This is an optimization exercise on Yosys and OpenROAD, whose aim is small area and a short achievable clock period, not a production implementation.
Where RTL was checked, it was by simulation tests only, not by an equivalence proof against the original.
Only the layout flow was run in runs 1, 2 and 5; the RTL was not checked for function there.
Power and IR drop assume default switching activity.

`flow/design.v`:
```
package axi_lite_pkg;
  localparam int REG_ADDR_W   = 7;                      
  localparam int DATA_W       = 32;                     
  localparam int STRB_W       = DATA_W / 8;             
  localparam int REG_CNT      = 32;                     
  localparam int REG_IDX_W    = $clog2(REG_CNT);        
  localparam int REG_RW_LAST  = 15;                     
  localparam int REG_RW_IDX_W = $clog2(REG_RW_LAST + 1);
  localparam int REG_CTRL     = 0;                      
  localparam int CTRL_OUT_EN  = 0;                      
  localparam int REG_PKT_LEN  = 1;                      
  localparam int REG_MIRROR_A     = 16;                 
  localparam int REG_MIRROR_B     = 17;                 
  localparam int REG_MIRROR_A_SRC = 2;
  localparam int REG_MIRROR_B_SRC = 3;
  localparam int REG_LEVEL        = 18;                 
  localparam int REG_SENT         = 19;                 
  localparam logic [1:0] RESP_OKAY   = 2'b00;
  localparam logic [1:0] RESP_SLVERR = 2'b10;           
endpackage
package axi_stream_pkg;
  localparam int BUF_DEPTH = 8;                         
  localparam int PTR_W     = $clog2(BUF_DEPTH);         
  localparam int LEVEL_W   = PTR_W + 1;                 
  typedef struct packed {
    logic [31:0]           data;                 
    logic [3:0]            strb;                 
    logic              last;                            
  } stream_beat_t;
endpackage
`timescale 1ns/10ps
import axi_lite_pkg::*;
import axi_stream_pkg::*;
module axi_lite_regs (
  input  logic                  aclk,
  input  logic                  rst_n,
  input  logic [REG_ADDR_W-1:0] s_axi_lite_awaddr,
  input  logic                  s_axi_lite_awvalid,
  output logic                  s_axi_lite_awready,
  input  logic [DATA_W-1:0]     s_axi_lite_wdata,
  input  logic [STRB_W-1:0]     s_axi_lite_wstrb,
  input  logic                  s_axi_lite_wvalid,
  output logic                  s_axi_lite_wready,
  output logic [1:0]            s_axi_lite_bresp,
  output logic                  s_axi_lite_bvalid,
  input  logic                  s_axi_lite_bready,
  input  logic [REG_ADDR_W-1:0] s_axi_lite_araddr,
  input  logic                  s_axi_lite_arvalid,
  output logic                  s_axi_lite_arready,
  output logic [DATA_W-1:0]     s_axi_lite_rdata,
  output logic [1:0]            s_axi_lite_rresp,
  output logic                  s_axi_lite_rvalid,
  input  logic                  s_axi_lite_rready,
  input  logic [LEVEL_W-1:0]    level,
  input  logic [DATA_W-1:0]     sent_count,
  output logic                  out_en_nx,         
  output logic [DATA_W-1:0]     pkt_len_nx,        
  output logic                  pkt_len_ok_nx      
);
  logic [DATA_W-1:0]    bank_q [0:REG_RW_LAST];
  logic [REG_RW_LAST:0] wrt_q;                      
  logic                 awready_q;
  logic                 bvalid_q;
  logic                 berr_q;
  logic                 arready_q;
  logic                 rvalid_q;
  logic [DATA_W-1:0]    rdata_q;
  logic                 awready_nx;
  logic [REG_IDX_W-1:0] aw_idx;
  logic [REG_IDX_W-1:0] ar_idx;
  logic [REG_RW_LAST:0] wsel;                       
  localparam int RSEL_LEVEL = REG_RW_LAST + 1;      
  localparam int RSEL_SENT  = REG_RW_LAST + 2;
  logic [RSEL_SENT:0]   rsel_q;                     
  logic [DATA_W-1:0]    wfill;                      
  logic [DATA_W-1:0]    rd_word;
  assign aw_idx     = s_axi_lite_awaddr[REG_ADDR_W-1 -: REG_IDX_W];
  assign ar_idx     = s_axi_lite_araddr[REG_ADDR_W-1 -: REG_IDX_W];
  assign awready_nx = !awready_q && !bvalid_q && s_axi_lite_awvalid && s_axi_lite_wvalid;
  always_ff @(posedge aclk or negedge rst_n) begin
    if (!rst_n) begin
      wsel <= '0;
    end else begin
      for (int w = 0; w <= REG_RW_LAST; w++) begin
        wsel[w] <= awready_nx && (aw_idx == REG_IDX_W'(w));
      end
    end
  end
  always_ff @(posedge aclk) begin
    if (awready_nx) begin
      berr_q <= aw_idx[REG_IDX_W-1];                
    end
    for (int w = 0; w <= REG_RW_LAST; w++) begin
      rsel_q[w] <= (ar_idx == REG_IDX_W'(w));
    end
    rsel_q[REG_MIRROR_A_SRC] <= (ar_idx == REG_IDX_W'(REG_MIRROR_A_SRC)) ||
                                (ar_idx == REG_IDX_W'(REG_MIRROR_A));
    rsel_q[REG_MIRROR_B_SRC] <= (ar_idx == REG_IDX_W'(REG_MIRROR_B_SRC)) ||
                                (ar_idx == REG_IDX_W'(REG_MIRROR_B));
    rsel_q[RSEL_LEVEL]       <= (ar_idx == REG_IDX_W'(REG_LEVEL));
    rsel_q[RSEL_SENT]        <= (ar_idx == REG_IDX_W'(REG_SENT));
  end
  assign s_axi_lite_awready = awready_q;
  assign s_axi_lite_wready  = awready_q;
  assign s_axi_lite_bvalid  = bvalid_q;
  assign s_axi_lite_bresp   = {berr_q, 1'b0};
  assign s_axi_lite_arready = arready_q;
  assign s_axi_lite_rvalid  = rvalid_q;
  assign s_axi_lite_rdata   = rdata_q;
  assign s_axi_lite_rresp   = RESP_OKAY;
  always_comb begin
    for (int b = 0; b < STRB_W; b++) begin
      wfill[8*b +: 8] = s_axi_lite_wstrb[b] ? s_axi_lite_wdata[8*b +: 8] : 8'h00;
    end
  end
  always_ff @(posedge aclk or negedge rst_n) begin
    if (!rst_n) begin
      awready_q <= 1'b0;
      bvalid_q  <= 1'b0;
      arready_q <= 1'b0;
      rvalid_q  <= 1'b0;
    end else begin
      awready_q <= awready_nx;
      bvalid_q  <= awready_q || (bvalid_q && !s_axi_lite_bready);
      arready_q <= !arready_q && !rvalid_q && s_axi_lite_arvalid;
      rvalid_q  <= arready_q || (rvalid_q && !s_axi_lite_rready);
    end
  end
  always_ff @(posedge aclk) begin
    if (arready_q) begin
      rdata_q <= rd_word;
    end
  end
  logic [DATA_W-1:0]    bank_nx [0:REG_RW_LAST];
  always_comb begin
    for (int w = 0; w <= REG_RW_LAST; w++) begin
      bank_nx[w] = bank_q[w];
      if (wsel[w]) begin
        for (int b = 0; b < STRB_W; b++) begin
          if (s_axi_lite_wstrb[b] || !wrt_q[w]) bank_nx[w][8*b +: 8] = wfill[8*b +: 8];
        end
      end
    end
  end
  always_ff @(posedge aclk or negedge rst_n) begin
    if (!rst_n) begin
      wrt_q <= '0;
    end else begin
      wrt_q <= wrt_q | wsel;
    end
  end
  always_ff @(posedge aclk) begin
    for (int w = 0; w <= REG_RW_LAST; w++) begin
      bank_q[w] <= bank_nx[w];
    end
  end
  assign out_en_nx  = (wrt_q[REG_CTRL] || wsel[REG_CTRL]) && bank_nx[REG_CTRL][CTRL_OUT_EN];
  assign pkt_len_nx = bank_nx[REG_PKT_LEN];
  assign pkt_len_ok_nx = wrt_q[REG_PKT_LEN] || wsel[REG_PKT_LEN];
  always_comb begin
    rd_word = '0;
    for (int w = 0; w <= REG_RW_LAST; w++) begin
      if (rsel_q[w] && wrt_q[w]) rd_word = rd_word | bank_q[w];
    end
    if (rsel_q[RSEL_LEVEL]) rd_word = rd_word | DATA_W'(level);
    if (rsel_q[RSEL_SENT])  rd_word = rd_word | sent_count;
  end
endmodule
`timescale 1ns/10ps
import axi_lite_pkg::*;
import axi_stream_pkg::*;
module axi_stream_buf (
  input  logic               aclk,
  input  logic               rst_n,
  input  logic [DATA_W-1:0]  s_axi_stream_tdata,
  input  logic [STRB_W-1:0]  s_axi_stream_tstrb,
  input  logic               s_axi_stream_tlast,
  input  logic               s_axi_stream_tvalid,
  output logic               s_axi_stream_tready,
  input  logic               pop,                  
  output logic [36:0]        head,                 
  output logic               head_last_nx,         
  output logic               nempty_nx,            
  output logic [LEVEL_W-1:0] level
);
  localparam int TAIL = BUF_DEPTH - 1;
  logic [36:0]        tail_q [0:TAIL-1];
  logic [TAIL-1:0]    wr_oh_q;
  logic [TAIL-1:0]    rd_oh_q;
  logic [LEVEL_W-1:0] level_q;
  logic               nfull_q;
  logic [36:0]        head_q;
  logic [36:0]        head_nx;
  logic [36:0]        din;
  logic [36:0]        tail_rd;
  logic               push;
  logic               lvl0;
  logic               lvl1;
  logic [LEVEL_W-1:0] level_nx;
  assign din  = {s_axi_stream_tdata, s_axi_stream_tstrb, s_axi_stream_tlast};
  assign lvl0 = (level_q == LEVEL_W'(0));
  assign lvl1 = (level_q == LEVEL_W'(1));
  assign push = s_axi_stream_tvalid && nfull_q;
  assign s_axi_stream_tready = nfull_q;
  assign level               = level_q;
  assign head                = head_q;
  assign head_last_nx        = head_nx[0];
  always_comb begin
    tail_rd = '0;
    for (int i = 0; i < TAIL; i++) begin
      tail_rd = tail_rd | ({37{rd_oh_q[i]}} & tail_q[i]);
    end
  end
  always_comb begin
    head_nx = head_q;
    if (lvl0 || pop) begin
      head_nx = (lvl0 || lvl1) ? din : tail_rd;
    end
  end
  always_comb begin
    level_nx = level_q;
    case ({push, pop})
      2'b10:   level_nx = level_q + 1'b1;
      2'b01:   level_nx = level_q - 1'b1;
      default: level_nx = level_q;
    endcase
  end
  assign nempty_nx = (level_nx != '0);
  always_ff @(posedge aclk) begin
    head_q <= head_nx;
    for (int i = 0; i < TAIL; i++) begin
      if (nfull_q && wr_oh_q[i]) tail_q[i] <= din;
    end
  end
  always_ff @(posedge aclk or negedge rst_n) begin
    if (!rst_n) begin
      wr_oh_q <= TAIL'(1);
      rd_oh_q <= TAIL'(1);
      level_q <= '0;
      nfull_q <= 1'b1;
    end else begin
      if (push && !(lvl0 || (lvl1 && pop))) begin
        wr_oh_q <= {wr_oh_q[TAIL-2:0], wr_oh_q[TAIL-1]};
      end
      if (pop && !(lvl0 || lvl1)) begin
        rd_oh_q <= {rd_oh_q[TAIL-2:0], rd_oh_q[TAIL-1]};
      end
      level_q <= level_nx;
      nfull_q <= (level_nx != LEVEL_W'(BUF_DEPTH));
    end
  end
endmodule
`timescale 1ns/10ps
import axi_lite_pkg::*;
import axi_stream_pkg::*;
module axi_stream_out (
  input  logic               aclk,
  input  logic               rst_n,
  input  logic [36:0]        head,
  input  logic               head_last_nx,
  input  logic               nempty_nx,
  output logic               pop,
  input  logic               out_en_nx,
  input  logic [DATA_W-1:0]  pkt_len_nx,
  input  logic               pkt_len_ok_nx,
  output logic [DATA_W-1:0]  sent_count,
  output logic [DATA_W-1:0]  m_axi_stream_tdata,
  output logic [STRB_W-1:0]  m_axi_stream_tstrb,
  output logic               m_axi_stream_tlast,
  output logic               m_axi_stream_tvalid,
  input  logic               m_axi_stream_tready
);
  logic [DATA_W-1:0] cnt1_q;                        
  logic [DATA_W-1:0] sent_q;
  logic              tvalid_q;
  logic              pkt_end_q;
  logic              tlast_q;
  logic              hs;
  logic [DATA_W-1:0] cnt1_nx;
  logic              pkt_end_nx;
  assign hs  = tvalid_q && m_axi_stream_tready;
  assign pop = hs;
  assign m_axi_stream_tdata  = head[36:5];
  assign m_axi_stream_tstrb  = head[4:1];
  assign m_axi_stream_tlast  = tlast_q;
  assign m_axi_stream_tvalid = tvalid_q;
  assign sent_count          = sent_q;
  assign cnt1_nx = hs ? (tlast_q ? DATA_W'(1) : cnt1_q + 1'b1) : cnt1_q;
  logic [DATA_W-1:0] d;
  logic              eq_hold;                       
  logic              eq_inc;                        
  logic              eq_one;                        
  logic              len_nz;
  assign d       = cnt1_q ^ pkt_len_nx;
  assign eq_hold = (d == '0);
  always_comb begin
    eq_inc = d[0];
    for (int i = 1; i < DATA_W; i++) begin
      eq_inc = eq_inc && (d[i] == (d[i-1] && cnt1_q[i-1]));
    end
  end
  assign eq_one     = (pkt_len_nx[DATA_W-1:1] == '0) && pkt_len_nx[0];
  assign len_nz     = (pkt_len_nx != '0);
  assign pkt_end_nx = pkt_len_ok_nx && len_nz && (hs ? (tlast_q ? eq_one : eq_inc) : eq_hold);
  always_ff @(posedge aclk or negedge rst_n) begin
    if (!rst_n) begin
      cnt1_q    <= DATA_W'(1);
      sent_q    <= '0;
      tvalid_q  <= 1'b0;
      pkt_end_q <= 1'b0;
    end else begin
      tvalid_q  <= (out_en_nx || (tvalid_q && !m_axi_stream_tready)) && nempty_nx;
      cnt1_q    <= cnt1_nx;
      pkt_end_q <= pkt_end_nx;
      if (hs) sent_q <= sent_q + 1'b1;
    end
  end
  always_ff @(posedge aclk) begin
    tlast_q <= head_last_nx || pkt_end_nx;
  end
endmodule
`timescale 1ns/10ps
import axi_lite_pkg::*;
import axi_stream_pkg::*;
module axi_top (
  input  logic                  aclk,
  input  logic                  rst_n,
  input  logic [REG_ADDR_W-1:0] s_axi_lite_awaddr,
  input  logic                  s_axi_lite_awvalid,
  output logic                  s_axi_lite_awready,
  input  logic [DATA_W-1:0]     s_axi_lite_wdata,
  input  logic [STRB_W-1:0]     s_axi_lite_wstrb,
  input  logic                  s_axi_lite_wvalid,
  output logic                  s_axi_lite_wready,
  output logic [1:0]            s_axi_lite_bresp,
  output logic                  s_axi_lite_bvalid,
  input  logic                  s_axi_lite_bready,
  input  logic [REG_ADDR_W-1:0] s_axi_lite_araddr,
  input  logic                  s_axi_lite_arvalid,
  output logic                  s_axi_lite_arready,
  output logic [DATA_W-1:0]     s_axi_lite_rdata,
  output logic [1:0]            s_axi_lite_rresp,
  output logic                  s_axi_lite_rvalid,
  input  logic                  s_axi_lite_rready,
  input  logic [DATA_W-1:0]     s_axi_stream_tdata,
  input  logic [STRB_W-1:0]     s_axi_stream_tstrb,
  input  logic                  s_axi_stream_tlast,
  input  logic                  s_axi_stream_tvalid,
  output logic                  s_axi_stream_tready,
  output logic [DATA_W-1:0]     m_axi_stream_tdata,
  output logic [STRB_W-1:0]     m_axi_stream_tstrb,
  output logic                  m_axi_stream_tlast,
  output logic                  m_axi_stream_tvalid,
  input  logic                  m_axi_stream_tready
);
  logic [36:0]        head;                         
  logic               head_last_nx;
  logic               nempty_nx;
  logic [LEVEL_W-1:0] level;
  logic               pop;
  logic               pkt_len_ok_nx;
  logic               out_en_nx;
  logic [DATA_W-1:0]  pkt_len_nx;
  logic [DATA_W-1:0]  sent_count;
  axi_lite_regs regs_inst (
    .aclk               (aclk),
    .rst_n              (rst_n),
    .s_axi_lite_awaddr  (s_axi_lite_awaddr),
    .s_axi_lite_awvalid (s_axi_lite_awvalid),
    .s_axi_lite_awready (s_axi_lite_awready),
    .s_axi_lite_wdata   (s_axi_lite_wdata),
    .s_axi_lite_wstrb   (s_axi_lite_wstrb),
    .s_axi_lite_wvalid  (s_axi_lite_wvalid),
    .s_axi_lite_wready  (s_axi_lite_wready),
    .s_axi_lite_bresp   (s_axi_lite_bresp),
    .s_axi_lite_bvalid  (s_axi_lite_bvalid),
    .s_axi_lite_bready  (s_axi_lite_bready),
    .s_axi_lite_araddr  (s_axi_lite_araddr),
    .s_axi_lite_arvalid (s_axi_lite_arvalid),
    .s_axi_lite_arready (s_axi_lite_arready),
    .s_axi_lite_rdata   (s_axi_lite_rdata),
    .s_axi_lite_rresp   (s_axi_lite_rresp),
    .s_axi_lite_rvalid  (s_axi_lite_rvalid),
    .s_axi_lite_rready  (s_axi_lite_rready),
    .level              (level),
    .sent_count         (sent_count),
    .out_en_nx          (out_en_nx),
    .pkt_len_nx         (pkt_len_nx),
    .pkt_len_ok_nx      (pkt_len_ok_nx)
  );
  axi_stream_buf buf_inst (
    .aclk                (aclk),
    .rst_n               (rst_n),
    .s_axi_stream_tdata  (s_axi_stream_tdata),
    .s_axi_stream_tstrb  (s_axi_stream_tstrb),
    .s_axi_stream_tlast  (s_axi_stream_tlast),
    .s_axi_stream_tvalid (s_axi_stream_tvalid),
    .s_axi_stream_tready (s_axi_stream_tready),
    .pop                 (pop),
    .head                (head),
    .head_last_nx        (head_last_nx),
    .nempty_nx           (nempty_nx),
    .level               (level)
  );
  axi_stream_out out_inst (
    .aclk                (aclk),
    .rst_n               (rst_n),
    .head                (head),
    .head_last_nx        (head_last_nx),
    .nempty_nx           (nempty_nx),
    .pop                 (pop),
    .out_en_nx           (out_en_nx),
    .pkt_len_nx          (pkt_len_nx),
    .pkt_len_ok_nx       (pkt_len_ok_nx),
    .sent_count          (sent_count),
    .m_axi_stream_tdata  (m_axi_stream_tdata),
    .m_axi_stream_tstrb  (m_axi_stream_tstrb),
    .m_axi_stream_tlast  (m_axi_stream_tlast),
    .m_axi_stream_tvalid (m_axi_stream_tvalid),
    .m_axi_stream_tready (m_axi_stream_tready)
  );
endmodule
```
`flow/flow/run.sh`:
```
#!/bin/bash
# Standard layout, with the port buffers made from plain buffers
export BUFFER_PORTS_ARGS="-buffer_cell sky130_fd_sc_hd__buf_2"
bash standard.sh > standard_run.log 2>&1
```
`flow/standard.sh`:
```
#!/bin/bash
# synth_recipe.tcl (not shown) runs the flow's synth.tcl, then flattens the netlist and writes it again
# the make line also repeats each setting of config.mk as NAME=value (left out here)
make -C /OpenROAD-flow-scripts/flow DESIGN_CONFIG=/design/flow/config.mk WORK_HOME=/design/flow/orfs CLKGATE_MAP_FILE= SYNTH_SCRIPT=/design/flow/synth_recipe.tcl "${@:-finish}"
```
`flow/config.mk`:
```
export PLATFORM = sky130hd
export DESIGN_NAME = axi_top
export DESIGN_NICKNAME = axi_top
export VERILOG_FILES = /design/flow/design.v
export SDC_FILE = /design/flow/constraint.sdc
export NUM_CORES = 4
export LEC_CHECK = 0
export CAP_MARGIN = 20
export CORE_MARGIN = 2
export CORE_UTILIZATION = 55
export SETUP_SLACK_MARGIN = 2.0
export SLEW_MARGIN = 20
```
`flow/constraint.sdc`:
```
create_clock -name core_clock -period 4.2 [get_ports {aclk}]
set_input_delay 0.8400 -clock core_clock [delete_from_list [all_inputs] [get_ports {aclk}]]
set_output_delay 0.8400 -clock core_clock [all_outputs]
set_load 0.01 [all_outputs]
```
==> results.toml, run 1 <==
[yosys]
async_flop_share_pct = 12.2
netlist_instances = 2407
yosysUniqueCellTypes = 52
synth_ff_type = "edfxtp_1"
ys_seq_area_share_pct = 75.2
synth_edf_count = 807
syn_avg_cell_area_um2 = 15.6
ys_seq_elements = 980
netlist_area_um2 = 37600
synth_warnings = 6

[floorplan]
coreArea_um2 = 67500
rows = 95
die_y_um = 266
initial_utilization_pct = 55.8
die_area_um2 = 70600
io_pins = 176
die_w_um = 266

[global_routing]
track_usage_pct = 30.8
antenna_found_initial = 9
grt_pass1_vias = 23048
grt_max_degree = 86
grt_pass1_wl_mm = 156
overflow = 0

[setup_path]
startpoint = "regs_inst.wsel[1]"
critPathKind = "reg -> reg"
crit_fanout = 6
crit_required_ns = 4.81
cpMaxStageDelayCell = "dfrtp_2"
path_cells = "buf_12, buf_8, o21ai_4, buf_4, a22oi_2, ha_1, xnor2_2, nor4_2, nand4_1, nor4_2, a21oi_1, o21ai_1, a31o_1"
critPathMaxStageDelay_ns = 0.37
rrSetupSlack_ns = 1.55
arrival_ns = 3.26
end_kind = "register"
worst_r2r_path_depth = 13
timing.rr.end = "out_inst.tlast_q"
r2r_start = "regs_inst.wsel[1]"
worst_setup_path_start_kind = "register"
cp_common_cell = "nor4_2"

[pwr]
powerDensity_nw_per_um2 = 494
leakagePower_nw = 16.0
finalPower_mw = 21.8
ir_drop_uv = 485

[cts]
cts-root-buf = "clkbuf_16"
cts.sink_count = 980
clockBufferDepth = 3
cts_htree_levels = 3
clkTransAtPathRegs_ns = 0.07
hold_buffers = 0
cts_tree = "done"
cts_buffers = 97
clk_latency_ns = 0.67

[timing]
timing.final.crit_share_pct = 63.0
rsz0062_at_grt = "true"
final.setup_skew_ns = 0.0350
tightest_slew_ns = 1.21
slew_violations = 0
finalCriticalPeriod_ns = 2.65
max_freq_ghz = 0.378
hold_violations = 0
setup_tns_ns = 0
setup_viol = 0
timing.slew.headroom_pct = 19.2

[flow_run]
max_cap_violations = 0

[placement]
port-buffer-count = 168
gp_congestion = 0.924
dp_hpwl_mm = 67.4

[detailed_routing]
drtPass1Iterations = 6
wl_mm = 109
drt_iter0_markers = 2927
post_drt_wl_per_cell_um = 29.8
final_antenna_net_count = 0
num_vias = 23487
vias_per_cell = 6.44
remaining_drc_errors = 0

[layout]
n_fill_cell = 4837
nets = 2814
final_util_pct = 65.4
area.growth.synth_to_final_pct = 17.4
drive_above_1_share_pct = 23.8

[status]
status = "no timing/DRC/antenna violations"

[hold_path]
holdCritPathClass = "in -> async"
[layout make-up]
type	instances	area (um^2)	share of cell area, %
clock inverters	59	591	1.34
flip-flops and latches	980	28300	64.1
clock buffers	125	2670	6.03
well taps	873	1090	2.47
multi-input cells	1206	8900	20.2
inverters	56	244	0.552
repair buffers	339	2340	5.30
diodes	9	22.5	0.0510
[cell families (layout without fill, tap and decap cells)]
family | count (synthesis) | count (layout) | share of synthesized area [%]
DFF | 980 | 980 | 75.2
AOI/OAI and AO/OA | 529 | 530 | 11.0
and+or+nand+nor | 527 | 527 | 7.22
buffers and inverters | 224 | 579 | 2.72
xor gates and xnor gates | 89 | 89 | 2.07
adders and majority gates | 38 | 38 | 1.26
muxes | 19 | 19 | 0.562
other | 1 | 12 | 0.00996
[where the power goes]
| part | internal (mW) | total, mW | leakage (nW) | switching [mW] |
|---|---|---|---|---|
| clock network | 5.01 | 8.71 | 1.58 | 3.70 |
| registers | 11.0 | 11.2 | 9.43 | 0.259 |
| logic | 0.645 | 1.85 | 5.01 | 1.21 |
| total | 16.6 | 21.8 | 16.0 | 5.17 |
[registers in the layout, summed over array words and instances, names as in the netlist, 4 cells and up]
signal	count
regs_inst.wsel	16
regs_inst.rdata_q	32
buf_inst.rd_oh_q	7
out_inst.sent_q	32
buf_inst.tail_q	259
out_inst.cnt1_q	32
buf_inst.wr_oh_q	7
buf_inst.level_q	4
buf_inst.head_q	37
regs_inst.rsel_q	18
regs_inst.wrt_q	16
regs_inst.bank_q	512
[how the worst max path moves through the flow]
stage                       end  slack, ns  cells past startpoint
2_1_floorplan  out_inst.tlast_q       1.47                     11
3_3_place_gp   out_inst.tlast_q       0.79                     12
3_5_place_dp   out_inst.tlast_q       0.86                     11
4_1_cts        out_inst.tlast_q       1.64                     12
5_1_grt        out_inst.tlast_q       1.47                     12
6_report       out_inst.tlast_q       1.55                     13
[metal layers]
layer / up-vias / track usage [%] / wire (um) / part of all wire [%]
li1: 10033 / - / - / -
met1: 12000 / 43.9 / 44800 / 41
met2: 1239 / 46.9 / 49900 / 46
met3: 213 / 6.99 / 10500 / 9.6
met4: 2 / 11.2 / 3660 / 3.4
met5: - / 0 / 12 / 0.011
[worst max-delay path, delay by kind of cell (launching register included)]
family,cells,cell delay (ns)
buffers and inverters,3,0.44
adders and majority gates,1,0.32
DFF,1,0.37
AOI/OAI and AO/OA,5,0.74
xor gates and xnor gates,1,0.16
and+or+nand+nor,3,0.55
[stage by stage]
step	setup WS, ns	std cells	hold slack [ns]	cell area (um^2)
3_5_place_dp	0.862	3384	0.452	39800
3_3_place_gp	0.786	3384	0.433	39800
2_1_floorplan	1.47	2409	0.434	37800
6_report	1.55	3647	0.232	44200
5_1_grt	1.47	3645	0.292	44200
4_1_cts	1.64	3608	0.293	43700
[cells in the mapped netlist, types with 19 or more instances]
cell type | number | area share (%)
a21boi_0 | 59 | 1.2
a221oi_1 | 53 | 1.2
a222oi_1 | 75 | 2.0
a22o_1 | 51 | 1.2
a22oi_1 | 206 | 4.1
a31oi_1 | 36 | 0.60
and2_1 | 78 | 1.3
and3_1 | 19 | 0.32
buf_4 | 41 | 0.82
clkbuf_1 | 117 | 1.2
dfrtp_1 | 116 | 7.7
dfxtp_1 | 53 | 2.8
edfxtp_1 | 807 | 64
ha_1 | 38 | 1.3
inv_1 | 54 | 0.54
nand2_1 | 93 | 0.93
nand3_1 | 57 | 0.76
nand4_1 | 60 | 1.0
nor2_1 | 131 | 1.3
o21ai_0 | 31 | 0.41
xnor2_1 | 55 | 1.3
xor2_1 | 34 | 0.79
[cells in the final DEF, fill, tap and decap left out, types with 10 or more instances in the layout]
cell type    n
clkinv_2    18
or2_2       15
mux2_2      17
nor3_1      15
a21boi_1    37
xor2_1      34
a222oi_1    75
buf_2      164
o21ai_0     18
a22oi_1    196
clkinv_1    18
dfxtp_1     52
nand3_1     57
xnor2_1     49
nand4_1     60
a21oi_1     11
and2_1      36
and3_1      18
nor2_1     127
inv_1       51
clkbuf_1    17
ha_1        25
edfxtp_1   807
a21boi_0    18
a31oi_1     36
dfrtp_1    103
and2_4      35
o21ai_1     11
a22oi_2     10
nand2_1     92
ha_4        10
clkbuf_16   99
a221oi_1    52
buf_6       14
a22o_1      49
buf_4      149
dfrtp_2     13
[repair_timing]
| item | CTS | global route |
|---|---|---|
| gates cloned | 2 | 0 |
| pin swaps | 23 | 35 |
| setup endpoints to repair | 96 | 143 |
| resized for setup | 98 | 67 |
| buffers inserted | 38 | 30 |
==> run 2: changes to the inputs <==
--- a/flow/config.mk
+++ b/flow/config.mk
@@ -8,5 +8,7 @@
 export CAP_MARGIN = 20
 export CORE_MARGIN = 2
 export CORE_UTILIZATION = 55
-export SETUP_SLACK_MARGIN = 2.0
+export CTS_CLUSTER_DIAMETER = 120
+export CTS_CLUSTER_SIZE = 30
+export SETUP_SLACK_MARGIN = 1.6
 export SLEW_MARGIN = 20
==> results.toml, run 2 <==
[setup_path]
crit_fanout = 5
worst_setup_path_start_kind = "register"
crit_required_ns = 4.76
cpMaxStageDelayCell = "dfrtp_2"
path_cells = "inv_4, o21ai_4, buf_4, a22oi_1, ha_1, xnor2_1, nor4_1, nand4_1, nor4_2, a21oi_1, o21ai_1, a31o_1"
critPathMaxStageDelay_ns = 0.50
end_kind = "register"
arrival_ns = 3.31
critPathKind = "reg -> reg"

[detailed_routing]
num_vias = 22625
final_antenna_net_count = 0
drt_iter0_markers = 3264
remaining_drc_errors = 0
post_drt_wl_per_cell_um = 30.4
drtPass1Iterations = 6
vias_per_cell = 6.50
wl_mm = 106

[yosys]
syn_avg_cell_area_um2 = 15.6
yosysUniqueCellTypes = 52
synth_warnings = 6
yosys.area_share.adder_pct = 1.26
synth_ff_type = "edfxtp_1"
synth_top_family_by_area = "compound AO/OA/AOI/OAI gates"
yosys-top-cells-count = "edfxtp_1, a22oi_1, nor2_1, clkbuf_1, dfrtp_1"
netlist_area_um2 = 37600
synth-compound-area-share_pct = 11.0
synth_top_cell_area_share_pct = 64.4
synth.most_common_cell = "edfxtp_1"
synth_edf_count = 807
ys_seq_area_share_pct = 75.2
yosysTopAreaCell = "edfxtp_1"
ys_seq_elements = 980
synth_xor_area_share_pct = 2.07
synth.area.top_cells = "edfxtp_1, dfrtp_1, a22oi_1"
netlist_instances = 2407
synth_mux_area_share_pct = 0.562
synth-simple-area-share_pct = 7.22
async_flop_share_pct = 12.2

[cts]
cts_htree_levels = 2
cts-root-buf = "clkbuf_16"
clk_latency_ns = 0.63
clkTransAtPathRegs_ns = 0.11
hold_buffers = 0
clockBufferDepth = 3
cts_tree = "done"
cts_buffers = 38
cts.sink_count = 980

[layout]
largest_reg_flops = 512
final_common_cell = "edfxtp_1"
area.growth.synth_to_final_pct = 9.23
top_register = "regs_inst.bank_q"
drive_above_1_share_pct = 16.7
final_cell_mix = "edfxtp_1, a22oi_1, buf_2"
nets = 2706
top_regs = "regs_inst.bank_q (512), buf_inst.tail_q (259), buf_inst.head_q (37)"
fin_cells = 3481
final_util_pct = 60.9
final_area_um2 = 41100

[timing]
setup_viol = 0
fin_hold_ws_ns = 0.255
setup_tns_ns = 0
max_freq_ghz = 0.363
timing.final.crit_share_pct = 65.5
rsz0062_at_grt = "true"
slew_violations = 0
final.setup_skew_ns = 0.0256
timing.slew.headroom_pct = 26.0
finalCriticalPeriod_ns = 2.75
finalWorstSetupSlack_ns = 1.45
tightest_slew_ns = 1.11
hold_violations = 0

[global_routing]
met1_usage_pct = 46.8
antenna_found_initial = 7
gr-usage-met2_pct = 44.9
overflow = 0
track_usage_pct = 29.8
grt_use_met3_pct = 4.22
grt_pass1_wl_mm = 151
grt_pass1_vias = 21455
grt_max_degree = 73
busiest_layer = "met1"

[placement]
dpl-instance-area_um2 = 39700
port-buffer-count = 168
post-place-ws_ns = 0.663
dp_hpwl_mm = 67.9
place_inst = 3388
gp_congestion = 0.961

[floorplan]
coreArea_um2 = 67500
rows = 95
die_y_um = 266
io_pins = 176
die_w_um = 266
initial_utilization_pct = 55.8
die_area_um2 = 70600

[pwr]
p_switching_mw = 4.26
switching_share_pct = 24.2
share_comb_of_total_power_pct = 9.8
internal-power_mw = 13.4
powerDensity_nw_per_um2 = 428
ir_drop_uv = 336
p_clk_share_pct = 26.4
seqPwrFrac_pct = 63.7
leakagePower_nw = 14.5
finalPower_mw = 17.6

[status]
status = "no timing/DRC/antenna violations"

[flow_run]
max_cap_violations = 0

[hold_path]
holdCritPathClass = "in -> async"
==> run 2: changes by cell type in the layout (fill, tap and decap cells not counted), sizes merged <==
cell and delta:
o21ai -1, diode -2, clkinvlp -5, clkinv -42, buf -49, bufbuf -1, bufinv -8, clkbuf -58
==> run 2: metal layers <==
layer	vias up	routed length, um
li1	9729	-
met3	103	10400
met2	1175	47500
met4	0	2080
met5	-	0
met1	11618	45900
==> run 2: critical path, delay by kind of cell (launching register included) <==
| kind | cells | cell delay, ns |
|---|---|---|
| buffers and inverters | 2 | 0.28 |
| AND/OR/NAND/NOR | 3 | 0.63 |
| AO/OA/AOI/OAI | 5 | 0.94 |
| XOR/XNOR | 1 | 0.08 |
| adder cells (fa/ha/maj) | 1 | 0.26 |
| flip-flops | 1 | 0.50 |
==> run 2: final timing paths <==
kind	from	end	slack [ns]	cells after the start
min	rst_n	buf_inst.wr_oh_q[6]	0.25	1
min reg2reg	regs_inst.rvalid_q	regs_inst.arready_q	0.46	1
min in group core_clock	s_axi_lite_awaddr[6]	regs_inst.berr_q	0.42	1
max in group asynchronous	rst_n	regs_inst.wsel[2]	3.13	2
max reg2reg	regs_inst.wrt_q[1]	out_inst.tlast_q	1.45	12
max	regs_inst.wrt_q[1]	out_inst.tlast_q	1.45	12
==> run 2: logic make-up after synthesis <==
| kind of cell | Yosys count |
|---|---|
| AOI/OAI and AO/OA | 529 |
| xor gates and xnor gates | 89 |
| adders and majority gates | 38 |
| buffers and inverters | 224 |
| DFF | 980 |
| muxes | 19 |
| other | 1 |
| and+or+nand+nor | 527 |
==> run 2: final cells by class <==
type / instances / area (um^2)
antenna: 7 / 17.5
tap: 873 / 1090
multi-input combinational: 1205 / 8550
clock inverter: 3 / 23.8
inverter: 56 / 228
timing repair buffer: 290 / 1820
timing repair inverter: 1 / 6.26
fill: 5063 / 26400
sequential: 980 / 28300
clock buffer: 66 / 1080
==> run 2: what timing repair did <==
item | in CTS | in global routing
buffers inserted | 5 | 11
endpoints found under the setup margin | 14 | 28
cloned | 1 | 0
resized for setup | 27 | 11
pin swaps | 6 | 6
==> run 2: power groups by stage <==
stage               Combinational, mW  Sequential [mW]  Clock [mW]
detailed placement               1.67             11.4           0
CTS                              1.70             11.2        4.70
finish                           1.73             11.2        4.65
global route                     1.89             11.2        5.00
floorplan                        1.11             11.3           0
global placement                 1.65             11.4           0
==> run 3: changes to the inputs <==
--- a/flow/design.v
+++ b/flow/design.v
@@ -77,13 +77,19 @@
   assign aw_idx     = s_axi_lite_awaddr[REG_ADDR_W-1 -: REG_IDX_W];
   assign ar_idx     = s_axi_lite_araddr[REG_ADDR_W-1 -: REG_IDX_W];
   assign awready_nx = !awready_q && !bvalid_q && s_axi_lite_awvalid && s_axi_lite_wvalid;
+  logic [STRB_W-1:0]    len_en;
   always_ff @(posedge aclk or negedge rst_n) begin
     if (!rst_n) begin
-      wsel <= '0;
+      wsel   <= '0;
+      len_en <= '0;
     end else begin
       for (int w = 0; w <= REG_RW_LAST; w++) begin
         wsel[w] <= awready_nx && (aw_idx == REG_IDX_W'(w));
       end
+      for (int b = 0; b < STRB_W; b++) begin
+        len_en[b] <= awready_nx && (aw_idx == REG_IDX_W'(REG_PKT_LEN)) &&
+                     (s_axi_lite_wstrb[b] || !wrt_q[REG_PKT_LEN]);
+      end
     end
   end
   always_ff @(posedge aclk) begin
@@ -135,9 +141,9 @@
   always_comb begin
     for (int w = 0; w <= REG_RW_LAST; w++) begin
       bank_nx[w] = bank_q[w];
-      if (wsel[w]) begin
-        for (int b = 0; b < STRB_W; b++) begin
-          if (s_axi_lite_wstrb[b] || !wrt_q[w]) bank_nx[w][8*b +: 8] = wfill[8*b +: 8];
+      for (int b = 0; b < STRB_W; b++) begin
+        if (w == REG_PKT_LEN ? len_en[b] : (wsel[w] && (s_axi_lite_wstrb[b] || !wrt_q[w]))) begin
+          bank_nx[w][8*b +: 8] = wfill[8*b +: 8];
         end
       end
     end
--- a/flow/config.mk
+++ b/flow/config.mk
@@ -8,7 +8,5 @@
 export CAP_MARGIN = 20
 export CORE_MARGIN = 2
 export CORE_UTILIZATION = 55
-export CTS_CLUSTER_DIAMETER = 120
-export CTS_CLUSTER_SIZE = 30
-export SETUP_SLACK_MARGIN = 1.6
+export SETUP_SLACK_MARGIN = 1.8
 export SLEW_MARGIN = 20
==> results.toml, run 3 <==
[detailed_routing]
post_drt_wl_per_cell_um = 29.0
drt_iter0_markers = 2791
vias_per_cell = 6.35
num_vias = 23080
remaining_drc_errors = 0
drtPass1Iterations = 6
final_antenna_net_count = 0
wl_mm = 105

[setup_path]
crit_required_ns = 4.78
end_kind = "register"
arrival_ns = 3.09
crit_fanout = 16
critPathKind = "in -> reg"
worst_setup_path_start_kind = "primary input"

[layout]
register_area_um2 = 28400
nets = 2800
largest_reg_flops = 512
fin_cells = 3633
n_fill_cell = 4976
area.growth.synth_to_final_pct = 14.6
drive_above_1_share_pct = 19.7
final_cell_mix = "edfxtp_1, buf_2, a22oi_1"
final_common_cell = "edfxtp_1"
top_register = "regs_inst.bank_q"
top_regs = "regs_inst.bank_q (512), buf_inst.tail_q (259), buf_inst.head_q (37)"
multi_input_area_um2 = 8550

[yosys]
yosysTopAreaCell = "edfxtp_1"
async_flop_share_pct = 12.6
yosysUniqueCellTypes = 60
netlist_instances = 2434
synth.area.top_cells = "edfxtp_1, dfrtp_1, a22oi_1"
synth_warnings = 6
ys_seq_area_share_pct = 75.0
yosys-top-cells-count = "edfxtp_1, a22oi_1, nor2_1, dfrtp_1, clkbuf_1"
netlist_area_um2 = 37900
syn_avg_cell_area_um2 = 15.6
ys_seq_elements = 984
synth.most_common_cell = "edfxtp_1"
synth_edf_count = 807
synth_ff_type = "edfxtp_1"
synth_top_cell_area_share_pct = 64.0

[global_routing]
grt_pass1_wl_mm = 153
busiest_layer = "met2"
met1_usage_pct = 43.8
grt_max_degree = 89
track_usage_pct = 29.9
antenna_found_initial = 6
gr-usage-met2_pct = 47.0
overflow = 0
grt_pass1_vias = 22564
grt_use_met3_pct = 5.01

[timing]
tightest_slew_ns = 1.04
finalCriticalPeriod_ns = 2.52
hold_violations = 0
slew_violations = 0
setup_viol = 0
max_freq_ghz = 0.398
timing.final.crit_share_pct = 59.9
setup_tns_ns = 0
rsz0062_at_grt = "true"
fin_hold_ws_ns = 0.280
final.setup_skew_ns = 0.0207
timing.slew.headroom_pct = 31.0
finalWorstSetupSlack_ns = 1.68

[floorplan]
io_pins = 176
rows = 96
initial_utilization_pct = 55.4
die_y_um = 266
die_area_um2 = 71000
die_w_um = 266
coreArea_um2 = 68300

[cts]
cts_tree = "done"
clk_latency_ns = 0.66
cts_htree_levels = 3
clockBufferDepth = 3
clkTransAtPathRegs_ns = 0.06
hold_buffers = 0
cts_buffers = 99
cts.sink_count = 984
cts-root-buf = "clkbuf_16"

[hold_path]
holdCritPathClass = "in -> async"

[placement]
post-place-ws_ns = 0.938
port-buffer-count = 168
dp_hpwl_mm = 65.9
gp_congestion = 0.889
place_inst = 3426

[pwr]
powerDensity_nw_per_um2 = 502
leakagePower_nw = 16.0
ir_drop_uv = 372

[status]
status = "no timing/DRC/antenna violations"

[flow_run]
max_cap_violations = 0
## run 3: cell count changes after synthesis, sizes merged, moves of 9 or more
| cell | delta |
|---|---|
| nand4 | -30 |
| a221oi | +27 |
| a22o | +16 |
| nand2 | +9 |
| xor2 | +25 |
| buf | +13 |
| o21a | +29 |
| o21ai | -20 |
| xnor2 | -27 |
| clkbuf | -13 |
| nand3 | +28 |
| inv | +26 |
| a22oi | -55 |
| and2 | -18 |
## run 3: path summary, 6_finish.rpt
kind / start / slack [ns] / end / cells after the start
min in group core_clock: s_axi_lite_awaddr[6] / 0.39 / regs_inst.berr_q / 1
worst max register to register: regs_inst.len_en[3] / 1.79 / out_inst.tlast_q / 9
max in group asynchronous: rst_n / 2.91 / out_inst.cnt1_q[12] / 2
worst min register to register: regs_inst.rvalid_q / 0.45 / regs_inst.arready_q / 1
worst max-delay path: s_axi_lite_wstrb[3] / 1.68 / out_inst.tlast_q / 11
worst min-delay path: rst_n / 0.28 / out_inst.sent_q[17] / 1
## run 3: cell families after synthesis
kind of cell | Yosys count | share of synthesized area, %
multiplexers | 19 | 0.558
XOR/XNOR | 88 | 2.07
other | 1 | 0.00990
AND/OR/NAND/NOR | 515 | 6.90
AO/OA/AOI/OAI | 539 | 11.3
adder cells (fa/ha/maj) | 38 | 1.25
flip-flops | 984 | 75.0
buffers and inverters | 250 | 2.92
## run 3: worst max-delay path: stages
cell and delay (ns):
clkbuf_4 0.21, and2_4 0.28, nand2_1 0.07, o21a_1 0.26, ha_1 0.38, nand4_1 0.11
nor4_1 0.35, nand2_1 0.13, o21ai_0 0.17, o211ai_1 0.11, o21bai_1 0.14
## run 3: layout make-up
class                           count  share of cell area (%)
Tap cell                          882                    2.54
Clock buffer                      148                    6.55
Timing Repair Buffer              296                    4.24
Clock inverter                     34                   0.767
Multi-Input combinational cell   1203                    19.7
Antenna cell                        4                  0.0231
Sequential cell                   984                    65.5
Inverter                           82                   0.718
## run 3: routing by layer
| metal | routed length (um) | part of all wire, % |
|---|---|---|
| met3 | 9260 | 8.8 |
| met4 | 2400 | 2.3 |
| met5 | 29 | 0.028 |
| met2 | 49500 | 47 |
| met1 | 44000 | 42 |
## run 3: metrics by stage
| stage | power (mW) | area (um^2) | utilization (%) |
|---|---|---|---|
| floorplan | 12.6 | 38000 | - |
| global placement | 13.3 | 40000 | 58.5 |
| detailed placement | 13.3 | 40000 | 58.5 |
| CTS | 21.9 | 43200 | 63.2 |
| global route | 22.4 | 43400 | 63.5 |
| finish | 21.8 | 43400 | 63.5 |
## run 3: what timing repair did
action,4_1_cts,5_1_grt
endpoints found under the setup margin,25,49
gates cloned,1,0
pin swaps,2,10
setup buffers,1,19
gates resized for setup,12,26
## run 3: power breakdown
part	internal, mW	switching, mW
Clock	4.98	3.62
Combinational	0.618	1.24
Sequential	11.1	0.265
Total	16.7	5.12
==> run 4: changes to the inputs <==
--- a/flow/config.mk
+++ b/flow/config.mk
@@ -8,5 +8,7 @@
 export CAP_MARGIN = 20
 export CORE_MARGIN = 2
 export CORE_UTILIZATION = 55
+export CTS_CLUSTER_DIAMETER = 100
+export CTS_CLUSTER_SIZE = 20
 export SETUP_SLACK_MARGIN = 1.8
 export SLEW_MARGIN = 20
==> results.toml, run 4 <==
[status]
status = "no timing/DRC/antenna violations"

[cts]
cts_buffers = 55
cts_tree = "done"
clk_latency_ns = 0.66
cts-root-buf = "clkbuf_16"
clockBufferDepth = 3
cts_htree_levels = 2
cts.sink_count = 984
hold_buffers = 0
clkTransAtPathRegs_ns = 0.09

[yosys]
netlist_area_um2 = 37900
async_flop_share_pct = 12.6
yosys-top-cells-count = "edfxtp_1, a22oi_1, nor2_1, dfrtp_1, clkbuf_1"
syn_avg_cell_area_um2 = 15.6
synth.area.top_cells = "edfxtp_1, dfrtp_1, a22oi_1"
yosysUniqueCellTypes = 60
synth.most_common_cell = "edfxtp_1"
synth_top_cell_area_share_pct = 64.0
netlist_instances = 2434
synth_warnings = 6
yosysTopAreaCell = "edfxtp_1"
synth_ff_type = "edfxtp_1"
ys_seq_elements = 984
synth_edf_count = 807
ys_seq_area_share_pct = 75.0

[floorplan]
die_area_um2 = 71000
die_y_um = 266
initial_utilization_pct = 55.4
coreArea_um2 = 68300
rows = 96
io_pins = 176
die_w_um = 266

[setup_path]
crit_family = "simple AND/OR/NAND/NOR gates"
cpMaxStageDelayCell = "ha_1"
critPathMaxStageDelay_ns = 0.38
arrival_ns = 3.07
crit_fanout = 16
rrSetupSlack_ns = 1.81
path_cells = "clkbuf_4, and2_4, nand2_1, o21a_1, ha_1, nand4_1, nor4_1, nand2_1, o21ai_0, o211ai_1, o21bai_1"
end_kind = "register"
cp_common_cell = "nand2_1"
critPathKind = "in -> reg"
worst_setup_path_start_kind = "primary input"
crit_required_ns = 4.79
crit_buf_inv = 1

[global_routing]
track_usage_pct = 29.4
antenna_found_initial = 6
met1_usage_pct = 41.5
grt_max_degree = 89
busiest_layer = "met2"
grt_use_met3_pct = 6.88
overflow = 0
grt_pass1_wl_mm = 150
gr-usage-met2_pct = 46.4
grt_pass1_vias = 22058

[timing]
timing.final.crit_share_pct = 59.1
setup_viol = 0
finalWorstSetupSlack_ns = 1.72
tightest_slew_ns = 1.02
rsz0062_at_grt = "true"
finalCriticalPeriod_ns = 2.48
setup_tns_ns = 0
timing.slew.headroom_pct = 31.9
final.setup_skew_ns = 0.0390
fin_hold_ws_ns = 0.257
max_freq_ghz = 0.403
hold_violations = 0
slew_violations = 0

[placement]
post-place-ws_ns = 0.938
port-buffer-count = 168
place_inst = 3426
dp_hpwl_mm = 65.9
dpl-instance-area_um2 = 40000
gp_congestion = 0.889

[detailed_routing]
drtPass1Iterations = 6
drt_iter0_markers = 2724
vias_per_cell = 6.35
remaining_drc_errors = 0
post_drt_wl_per_cell_um = 29.4
num_vias = 22544
final_antenna_net_count = 0
wl_mm = 104

[layout]
area.growth.synth_to_final_pct = 10.4
top_regs = "regs_inst.bank_q (512), buf_inst.tail_q (259), buf_inst.head_q (37)"
fin_cells = 3553
final_area_um2 = 41800
final_cell_mix = "edfxtp_1, buf_2, a22oi_1"
top_register = "regs_inst.bank_q"
final_common_cell = "edfxtp_1"
largest_reg_flops = 512
nets = 2755
final_util_pct = 61.2
drive_above_1_share_pct = 17.4

[pwr]
powerDensity_nw_per_um2 = 448
finalPower_mw = 18.8
leakagePower_nw = 15.2
ir_drop_uv = 386

[hold_path]
holdCritPathClass = "in -> async"

[flow_run]
max_cap_violations = 0
==> run 4: metal layers <==
metal / vias to the layer above / routed length (um)
li1: 9851 / -
met1: 11475 / 42900
met2: 1059 / 48600
met3: 157 / 10300
met4: 2 / 2520
met5: - / 13
==> run 4: path summary, 6_finish.rpt <==
kind / start / endpoint / depth (start not counted)
max reg2reg: regs_inst.len_en[3] / out_inst.tlast_q / 9
min: rst_n / out_inst.sent_q[17] / 1
max in group asynchronous: rst_n / out_inst.cnt1_q[23] / 2
max: s_axi_lite_wstrb[3] / out_inst.tlast_q / 11
min reg2reg: regs_inst.rvalid_q / regs_inst.arready_q / 1
min in group core_clock: s_axi_lite_awaddr[6] / regs_inst.berr_q / 1
==> run 4: cells by family after synthesis <==
family | Yosys count | synth area share (%)
adder cells (fa/ha/maj) | 38 | 1.25
multiplexers | 19 | 0.558
AO/OA/AOI/OAI | 539 | 11.3
other | 1 | 0.00990
flip-flops | 984 | 75.0
AND/OR/NAND/NOR | 515 | 6.90
buffers and inverters | 250 | 2.92
XOR/XNOR | 88 | 2.07
==> run 4: what timing repair did <==
action | 4_1_cts | 5_1_grt
resized for setup | 12 | 28
pin swaps | 2 | 7
setup endpoints to repair | 26 | 48
hold endpoints to repair | 0 | 0
buffers inserted | 1 | 18
cloned | 1 | 0
==> run 4: cell type report <==
| type | instances | area [um^2] |
|---|---|---|
| flip-flops and latches | 984 | 28400 |
| clock inverters | 4 | 68.8 |
| inverters | 82 | 312 |
| repair buffers | 295 | 1830 |
| clock buffers | 98 | 1540 |
| diodes | 5 | 12.5 |
| fillers | 5144 | 26500 |
| multi-input cells | 1203 | 8550 |
| well taps | 882 | 1100 |
==> run 4: power by group <==
part	leakage, nW	switching (mW)	internal (mW)
registers	9.50	0.270	11.0
clock network	0.759	3.08	2.51
logic	4.94	1.24	0.618
total	15.2	4.59	14.2
==> run 5: changes to the inputs <==
--- a/flow/design.v
+++ b/flow/design.v
@@ -54,7 +54,9 @@
   input  logic [LEVEL_W-1:0]    level,
   input  logic [DATA_W-1:0]     sent_count,
   output logic                  out_en_nx,         
-  output logic [DATA_W-1:0]     pkt_len_nx,        
+  output logic [DATA_W-1:0]     pkt_len,           
+  output logic [DATA_W-1:0]     pkt_len_wr,        
+  output logic [STRB_W-1:0]     pkt_len_en,        
   output logic                  pkt_len_ok_nx      
 );
   logic [DATA_W-1:0]    bank_q [0:REG_RW_LAST];
@@ -161,7 +163,9 @@
     end
   end
   assign out_en_nx  = (wrt_q[REG_CTRL] || wsel[REG_CTRL]) && bank_nx[REG_CTRL][CTRL_OUT_EN];
-  assign pkt_len_nx = bank_nx[REG_PKT_LEN];
+  assign pkt_len    = bank_q[REG_PKT_LEN];
+  assign pkt_len_wr = wfill;
+  assign pkt_len_en = len_en;
   assign pkt_len_ok_nx = wrt_q[REG_PKT_LEN] || wsel[REG_PKT_LEN];
   always_comb begin
     rd_word = '0;
@@ -267,7 +271,9 @@
   input  logic               nempty_nx,
   output logic               pop,
   input  logic               out_en_nx,
-  input  logic [DATA_W-1:0]  pkt_len_nx,
+  input  logic [DATA_W-1:0]  pkt_len,
+  input  logic [DATA_W-1:0]  pkt_len_wr,
+  input  logic [STRB_W-1:0]  pkt_len_en,
   input  logic               pkt_len_ok_nx,
   output logic [DATA_W-1:0]  sent_count,
   output logic [DATA_W-1:0]  m_axi_stream_tdata,
@@ -279,7 +285,6 @@
   logic [DATA_W-1:0] cnt1_q;                        
   logic [DATA_W-1:0] sent_q;
   logic              tvalid_q;
-  logic              pkt_end_q;
   logic              tlast_q;
   logic              hs;
   logic [DATA_W-1:0] cnt1_nx;
@@ -292,32 +297,66 @@
   assign m_axi_stream_tvalid = tvalid_q;
   assign sent_count          = sent_q;
   assign cnt1_nx = hs ? (tlast_q ? DATA_W'(1) : cnt1_q + 1'b1) : cnt1_q;
-  logic [DATA_W-1:0] d;
-  logic              eq_hold;                       
-  logic              eq_inc;                        
-  logic              eq_one;                        
-  logic              len_nz;
-  assign d       = cnt1_q ^ pkt_len_nx;
-  assign eq_hold = (d == '0);
+  logic [DATA_W-1:0] d_old, d_new;
+  logic [STRB_W-1:0] hold_l [2];                    
+  logic [STRB_W-1:0] inc_l  [2];                    
+  logic [STRB_W-1:0] zero_l [2];                    
+  logic              zhi0   [2];                    
+  logic [STRB_W-1:0] hold_m, inc_m, zero_m;
+  logic              zhi0_m, l0_m;
+  logic              eq_hold, eq_inc, eq_one, len_nz;
+  logic [STRB_W-1:1] inc_edge;                      
+  assign d_old = cnt1_q ^ pkt_len;
+  assign d_new = cnt1_q ^ pkt_len_wr;
   always_comb begin
-    eq_inc = d[0];
-    for (int i = 1; i < DATA_W; i++) begin
-      eq_inc = eq_inc && (d[i] == (d[i-1] && cnt1_q[i-1]));
+    for (int s = 0; s < 2; s++) begin
+      for (int b = 0; b < STRB_W; b++) begin
+        hold_l[s][b] = 1'b1;
+        inc_l[s][b]  = 1'b1;
+        zero_l[s][b] = 1'b1;
+        for (int i = 8*b; i < 8*b + 8; i++) begin
+          hold_l[s][b] = hold_l[s][b] && !(s ? d_new[i] : d_old[i]);
+          zero_l[s][b] = zero_l[s][b] && !(s ? pkt_len_wr[i] : pkt_len[i]);
+          if (i == 0) begin
+            inc_l[s][b] = inc_l[s][b] && (s ? d_new[0] : d_old[0]);
+          end else if (i != 8*b) begin
+            inc_l[s][b] = inc_l[s][b] &&
+                          ((s ? d_new[i] : d_old[i]) == ((s ? d_new[i-1] : d_old[i-1]) && cnt1_q[i-1]));
+          end
+        end
+      end
+      zhi0[s] = 1'b1;
+      for (int i = 1; i < 8; i++) begin
+        zhi0[s] = zhi0[s] && !(s ? pkt_len_wr[i] : pkt_len[i]);
+      end
+    end
+  end
+  always_comb begin
+    for (int b = 0; b < STRB_W; b++) begin
+      hold_m[b] = pkt_len_en[b] ? hold_l[1][b] : hold_l[0][b];
+      inc_m[b]  = pkt_len_en[b] ? inc_l[1][b]  : inc_l[0][b];
+      zero_m[b] = pkt_len_en[b] ? zero_l[1][b] : zero_l[0][b];
+    end
+    zhi0_m = pkt_len_en[0] ? zhi0[1] : zhi0[0];
+    l0_m   = pkt_len_en[0] ? pkt_len_wr[0] : pkt_len[0];
+    for (int b = 1; b < STRB_W; b++) begin
+      inc_edge[b] = (pkt_len_en[b] ? d_new[8*b] : d_old[8*b]) ==
+                    ((pkt_len_en[b-1] ? d_new[8*b-1] : d_old[8*b-1]) && cnt1_q[8*b-1]);
     end
   end
-  assign eq_one     = (pkt_len_nx[DATA_W-1:1] == '0) && pkt_len_nx[0];
-  assign len_nz     = (pkt_len_nx != '0);
+  assign eq_hold    = &hold_m;
+  assign eq_inc     = (&inc_m) && (&inc_edge);
+  assign eq_one     = zhi0_m && l0_m && (&zero_m[STRB_W-1:1]);
+  assign len_nz     = !(&zero_m);
   assign pkt_end_nx = pkt_len_ok_nx && len_nz && (hs ? (tlast_q ? eq_one : eq_inc) : eq_hold);
   always_ff @(posedge aclk or negedge rst_n) begin
     if (!rst_n) begin
       cnt1_q    <= DATA_W'(1);
       sent_q    <= '0;
       tvalid_q  <= 1'b0;
-      pkt_end_q <= 1'b0;
     end else begin
       tvalid_q  <= (out_en_nx || (tvalid_q && !m_axi_stream_tready)) && nempty_nx;
       cnt1_q    <= cnt1_nx;
-      pkt_end_q <= pkt_end_nx;
       if (hs) sent_q <= sent_q + 1'b1;
     end
   end
@@ -366,7 +405,9 @@
   logic               pop;
   logic               pkt_len_ok_nx;
   logic               out_en_nx;
-  logic [DATA_W-1:0]  pkt_len_nx;
+  logic [DATA_W-1:0]  pkt_len;
+  logic [DATA_W-1:0]  pkt_len_wr;
+  logic [STRB_W-1:0]  pkt_len_en;
   logic [DATA_W-1:0]  sent_count;
   axi_lite_regs regs_inst (
     .aclk               (aclk),
@@ -391,7 +432,9 @@
     .level              (level),
     .sent_count         (sent_count),
     .out_en_nx          (out_en_nx),
-    .pkt_len_nx         (pkt_len_nx),
+    .pkt_len            (pkt_len),
+    .pkt_len_wr         (pkt_len_wr),
+    .pkt_len_en         (pkt_len_en),
     .pkt_len_ok_nx      (pkt_len_ok_nx)
   );
   axi_stream_buf buf_inst (
@@ -416,7 +459,9 @@
     .nempty_nx           (nempty_nx),
     .pop                 (pop),
     .out_en_nx           (out_en_nx),
-    .pkt_len_nx          (pkt_len_nx),
+    .pkt_len             (pkt_len),
+    .pkt_len_wr          (pkt_len_wr),
+    .pkt_len_en          (pkt_len_en),
     .pkt_len_ok_nx       (pkt_len_ok_nx),
     .sent_count          (sent_count),
     .m_axi_stream_tdata  (m_axi_stream_tdata),
==> results.toml, run 5 <==
[layout]
top_register = "regs_inst.bank_q"
final_common_cell = "edfxtp_1"
nets = 2815
largest_reg_flops = 512
top_regs = "regs_inst.bank_q (512), buf_inst.tail_q (259), buf_inst.head_q (37)"
n_fill_cell = 5319
register_area_um2 = 28700
area.growth.synth_to_final_pct = 9.99
final_util_pct = 61.0
fin_cells = 3645
final_cell_mix = "edfxtp_1, a22oi_1, buf_2"
drive_above_1_share_pct = 15.9
multi_input_area_um2 = 8960

[setup_path]
critPathMaxStageDelay_ns = 0.49
worst_setup_path_start_kind = "register"
critPathKind = "reg -> reg"
cpMaxStageDelayCell = "dfrtp_1"
crit_fanout = 24
path_cells = "and2_2, buf_12, a22o_1, a221oi_1, and3_1, nand3_1"
worst_r2r_path_depth = 6
arrival_ns = 2.63
end_kind = "register"
crit_required_ns = 4.49

[detailed_routing]
num_vias = 22825
post_drt_wl_per_cell_um = 28.3
drtPass1Iterations = 6
remaining_drc_errors = 0
vias_per_cell = 6.26
wl_mm = 103
drt_iter0_markers = 2571
final_antenna_net_count = 0

[timing]
tightest_slew_ns = 0.860
rsz0062_at_grt = "false"
finalCriticalPeriod_ns = 2.34
slew_violations = 0
timing.final.crit_share_pct = 55.6
setup_tns_ns = 0
setup_viol = 0
hold_violations = 0
timing.slew.headroom_pct = 42.7
final.setup_skew_ns = 0.0313
max_freq_ghz = 0.428

[cts]
cts-root-buf = "clkbuf_16"
clkTransAtPathRegs_ns = 0.08
cts_buffers = 55
cts_htree_levels = 2
clk_latency_ns = 0.65
cts.sink_count = 984
clockBufferDepth = 3
cts_tree = "done"

[yosys]
syn_avg_cell_area_um2 = 15.5
yosysUniqueCellTypes = 68
synth_top_cell_area_share_pct = 65.1
yosys-top-cells-count = "edfxtp_1, a22oi_1, nor2_1, dfrtp_1, clkbuf_1"
ys_seq_area_share_pct = 74.3
netlist_instances = 2489
synth.area.top_cells = "edfxtp_1, dfrtp_1, a22oi_1"
synth_ff_type = "edfxtp_1"
ys_seq_elements = 984
yosysTopAreaCell = "edfxtp_1"
synth_warnings = 10
synth.most_common_cell = "edfxtp_1"
netlist_area_um2 = 38700
async_flop_share_pct = 12.6
synth_edf_count = 839

[placement]
place_inst = 3536
dp_hpwl_mm = 66.8
port-buffer-count = 168
gp_congestion = 0.915

[status]
status = "no timing/DRC/antenna violations"

[floorplan]
io_pins = 176
die_y_um = 269
rows = 97
initial_utilization_pct = 55.4
die_area_um2 = 72500
coreArea_um2 = 69800
die_w_um = 269

[global_routing]
grt_use_met3_pct = 4.24
gr-usage-met2_pct = 47.9
met1_usage_pct = 38.4
busiest_layer = "met2"
antenna_found_initial = 4
grt_pass1_wl_mm = 151
track_usage_pct = 28.3
grt_pass1_vias = 22473
grt_max_degree = 88
overflow = 0

[flow_run]
max_cap_violations = 0

[pwr]
finalPower_mw = 18.2
ir_drop_uv = 412
leakagePower_nw = 15.2
powerDensity_nw_per_um2 = 429

[hold_path]
holdCritPathClass = "in -> async"
## run 5: metrics by stage
| step | hold WS [ns] | instance area, um^2 | setup slack (ns) |
|---|---|---|---|
| after floorplan | 0.423 | 38800 | 1.80 |
| after global placement | 0.437 | 40800 | 1.28 |
| after detailed placement | 0.456 | 40800 | 1.26 |
| after CTS | 0.286 | 42500 | 1.80 |
| after global routing | 0.316 | 42500 | 1.80 |
| final | 0.263 | 42500 | 1.86 |
## run 5: area by class of cell
class	instances	share of cell area [%]
Tap cell	940	2.76
Timing Repair Buffer	277	4.00
Clock inverter	3	0.0941
Clock buffer	101	3.74
Antenna cell	2	0.0118
Sequential cell	984	67.5
Multi-Input combinational cell	1251	21.1
Inverter	87	0.785
## run 5: worst max-delay path: cells and delay by family, from the launching register on
| family | cells | cell delay (ns) |
|---|---|---|
| and+or+nand+nor | 3 | 0.77 |
| DFF | 1 | 0.49 |
| buffers and inverters | 1 | 0.22 |
| AOI/OAI and AO/OA | 2 | 0.48 |
## run 5: report_power, final
group / internal [mW] / switching (mW) / total (mW)
sequential: 11.0 / 0.172 / 11.2
clock: 2.58 / 3.06 / 5.64
combinational: 0.460 / 0.970 / 1.43
total: 14.0 / 4.20 / 18.2
## run 5: path summary, 6_finish.rpt
| kind | slack (ns) | startpoint | end |
|---|---|---|---|
| min reg2reg | 0.46 | regs_inst.rvalid_q | regs_inst.arready_q |
| max in group asynchronous | 3.02 | rst_n | regs_inst.arready_q |
| max | 1.86 | regs_inst.wrt_q[3] | regs_inst.rdata_q[14] |
| max reg2reg | 1.86 | regs_inst.wrt_q[3] | regs_inst.rdata_q[14] |
| min | 0.26 | rst_n | regs_inst.bvalid_q |
| min in group core_clock | 0.39 | s_axi_lite_awaddr[6] | regs_inst.berr_q |
## run 5: kinds of logic after synthesis
logic type	count (synthesis)	share of synthesized area (%)
mux	19	0.540
buf+inv	256	2.93
flops	984	74.3
compound gates	523	10.6
xor+xnor	125	2.83
simple gates	518	6.82
other cells	1	0.00970
fa+ha+maj	63	2.04
## run 5: metal layers
| layer | part of all wire (%) | vias to the layer above |
|---|---|---|
| met5 | 0.0078 | - |
| met3 | 7.1 | 140 |
| met4 | 2.9 | 2 |
| li1 | - | 10049 |
| met2 | 50 | 958 |
| met1 | 40 | 11676 |
## run 5: repair_timing
action | CTS | global route
endpoints found under the setup margin | 37 | 17
gates resized for setup | 12 | 18
hold buffers | 0 | 0
setup buffers | 0 | 3
cloned | 0 | 0

-- static timing again, ports no longer ideal --
In the flow no input, the clock included, has a driving cell. The finished layouts below were timed again as built, in two steps.
Step 1 sets driving cells, clkbuf_16 on the clock port and buf_2 on the other inputs (assumed; they add their load-dependent delay and slew).
Step 2, shift: input delay + t, output delay - t, t = (earliest + latest rising clock arrival at the registers) / 2. This alone moves slack from input paths to output paths.
Three values: ideal ports, drivers, drivers and shift; two values: the first two.
run | shift t [ns] | setup WS [ns] | worst setup path after step 2 | latest minus earliest clock arrival (ns) | worst slew at a driven data input, ns
run 1 | 0.715 | 1.553 / 1.553 / 0.935 | input to register | 0.036 / 0.036 | 0.10
run 2 | 0.675 | 1.448 / 1.448 / 0.849 | input to register | 0.034 / 0.034 | 0.09
run 3 | 0.716 | 1.685 / 1.726 / 1.010 | input to register | 0.023 / 0.024 | 0.09
run 4 | 0.704 | 1.720 / 1.759 / 1.055 | input to register | 0.040 / 0.040 | 0.09
run 5 | 0.699 | 1.863 / 1.837 / 1.264 | input to register | 0.032 / 0.032 | 0.08
After both steps setup and hold are still met in every run listed. For run 3, which loses most, drivers alone change the setup slack by +0.041 ns; drivers and shift together by -0.675 ns.
